From an optimization exercise on the open Yosys and OpenROAD flow, aimed at small area; shortcuts taken in it are not production practice.
The RTL was checked by simulation tests, not by an equivalence proof against the original design.
Power figures rest on the tool's default switching activity, not on a simulated workload.

== before ==
==> flow/design.v (excerpt) <==
module parking_lot_top (
	input logic clock,
	input logic reset,
	input logic park_req,
	input logic retrieve_req,
	input parking_pkg::plate_t order_plate,
	output parking_pkg::floor_t current_floor,
	output logic plate_type,
	output logic park_done,
	output parking_pkg::floor_t park_floor,
	output logic park_place,
	output logic car_out,
	output parking_pkg::plate_t car_out_plate,
	output parking_pkg::fee_t fee,
	output logic order_rejected,
	output logic order_dropped,
	output logic full_sedan,
	output logic full_suv
);
Size: ~520 flip-flops, about 22,000 um2 of cells after synthesis.
clock: 10.0 ns
lec_check: 0
cap_margin: 20
core_margin: 2
core_utilization: 40
gpl_timing_driven: 0
slew_margin: 20
standard.sh (not shown) runs the stock make flow with config.mk's settings and CLKGATE_MAP_FILE= SYNTH_SCRIPT=/design/flow/synth_recipe.tcl, a recipe that flattens the netlist after the stock synthesis.
==> flow/flow/run.sh <==
#!/bin/bash
# Own layout flow: the standard ORFS flow (standard.sh) with three changes:
#  - ABC maps the logic with an area-oriented script (flow/abc_area.script) in
#    place of ORFS's speed script; every other synthesis step is unchanged, so
#    the registers, their names and cell types are the standard synthesis's;
#  - the port buffers are buf_1 cells;
#  - CTS clusters up to 26 sinks per clkbuf_16 and inserts no dummy loads.
# Each make run's full output goes to a log file of its own in this folder.
set -euo pipefail
W=$(pwd)
rm -rf "$W/scripts"
cp -r "$FLOW_HOME/scripts" "$W/scripts"
cp "$W/flow/abc_area.script" "$W/scripts/abc_speed.script"
ARGS=("SCRIPTS_DIR=$W/scripts"
	"BUFFER_PORTS_ARGS=-buffer_cell sky130_fd_sc_hd__buf_1"
	"CTS_ARGS=-sink_clustering_enable -repair_clock_nets -dont_use_dummy_load -buf_list sky130_fd_sc_hd__clkbuf_16 -sink_clustering_size 26 -sink_clustering_max_diameter 100")
bash standard.sh "${ARGS[@]}" synth > "$W/synth.log" 2>&1
bash standard.sh "${ARGS[@]}" finish > "$W/layout.log" 2>&1
==> flow/flow/abc_area.script <==
&get -n
&st
&dch
&nf -a
&put
topo
stime -c
## Diff of input files: after against before
-- flow/config.mk --
<<< before, line 7
export LEC_CHECK = 0
export CAP_MARGIN = 20
export CORE_MARGIN = 2
export CORE_UTILIZATION = 40
export GPL_TIMING_DRIVEN = 0
export SLEW_MARGIN = 20
>>> after, line 7
export LEC_CHECK = 0
export CAP_MARGIN = 0
export CORE_MARGIN = 2
export CORE_UTILIZATION = 60
export GPL_TIMING_DRIVEN = 0
export PLACE_DENSITY = 0.75
export SLEW_MARGIN = 0
Of after and before, the run reporting the higher remaining max-slew budget at the tightest pin was before.
Summary: with before as the reference, static power due to leakage in after moved up slightly.
For the detailed route wirelength on metal3, after came in 1400 um higher than before did.


parking_lot_top, a different RTL version from the one above (not shown whole).
Size: about 1700 cells after synthesis, ~530 flip-flops, roughly 58 I/O pins.
clock: 10.0 ns
lec_check: 0
cap_margin: 20
core_margin: 2
core_utilization: 40
gpl_timing_driven: 0
slew_margin: 20
==> flow/flow/run.sh <==
#!/bin/bash
# Own layout flow: the standard ORFS flow (standard.sh) with these changes:
#  - ABC maps the logic with an area-oriented script (flow/abc_area.script) in
#    place of ORFS's speed script; every other synthesis step is unchanged, so
#    the registers, their names and cell types are the standard synthesis's;
#  - after synthesis, the platform's don't-use list is extended with the large
#    buffers and inverters (flow/dont_use.txt), so that repair fixes slew with
#    small buffers;
#  - the port buffers are buf_1 cells;
#  - CTS clusters up to 18 sinks per clkbuf_8 and inserts no dummy loads.
# Each make run's full output goes to a log file of its own in this folder.
set -euo pipefail
W=$(pwd)
rm -rf "$W/scripts"
cp -r "$FLOW_HOME/scripts" "$W/scripts"
cp "$W/flow/abc_area.script" "$W/scripts/abc_speed.script"
ARGS=("SCRIPTS_DIR=$W/scripts"
	"BUFFER_PORTS_ARGS=-buffer_cell sky130_fd_sc_hd__buf_1"
	"CTS_ARGS=-sink_clustering_enable -repair_clock_nets -dont_use_dummy_load -buf_list sky130_fd_sc_hd__clkbuf_8 -sink_clustering_size 18 -sink_clustering_max_diameter 80")
bash standard.sh "${ARGS[@]}" synth > "$W/synth.log" 2>&1
bash standard.sh "${ARGS[@]}" "DONT_USE_CELLS=$(cat "$W/flow/dont_use.txt")" finish > "$W/layout.log" 2>&1
Scripts as last shown in full above: flow/flow/abc_area.script
Other scripts of this flow, unchanged in this note and not shown: flow/flow/dont_use.txt
Rerun with:
==> flow/flow/abc_area.script (replaced) <==
&get -n
&st
&dch
&nf -a
&put
strash
&get -n
&st
&dch
&nf -a
&put
topo
stime -c
The new run ran to the end with no violations.
Maximum frequency goes up by 3.3%.
Utilization is about the same.
Worst setup slack improves by 0.25 ns.
Cell count goes down by 2.5%.
Cell area goes down by about 1.2%.
Global-route usage goes up by 0.37 points.
Wire length goes up by about 1.5%.
Sequential share of layout area goes up by 0.72 points.
Register-to-register slack improves by 0.17 ns.
Synthesized area is about the same.

## separate check: timing with driven ports
In the flow no input, the clock included, has a driving cell. The finished layouts below were timed again as built, in two steps. Step 1 assumes that a clkbuf_16 drives the clock port and a buf_2 every other input. Step 2 moves the port delays by t, midway between the first and last clock arrival at a register: inputs arrive t later, outputs are due t later. That takes back most of the time a late clock gives input paths. a / b / c = ideal / step 1 / step 2; a / b = the first two.
run	t, ns	setup WS [ns]	worst setup path at the end	slew at the worst register clock pin (ns)
before	0.613	2.963 / 2.906 / 3.519	register to output	0.11 / 0.11
after	0.612	2.726 / 2.674 / 3.286	register to output	0.10 / 0.10
the first run of note 2	0.648	2.267 / 2.213 / 2.861	register to output	0.12 / 0.12
the second run of note 2	0.657	2.517 / 2.461 / 3.118	register to output	0.12 / 0.12
After both steps setup and hold are still met in every run listed.
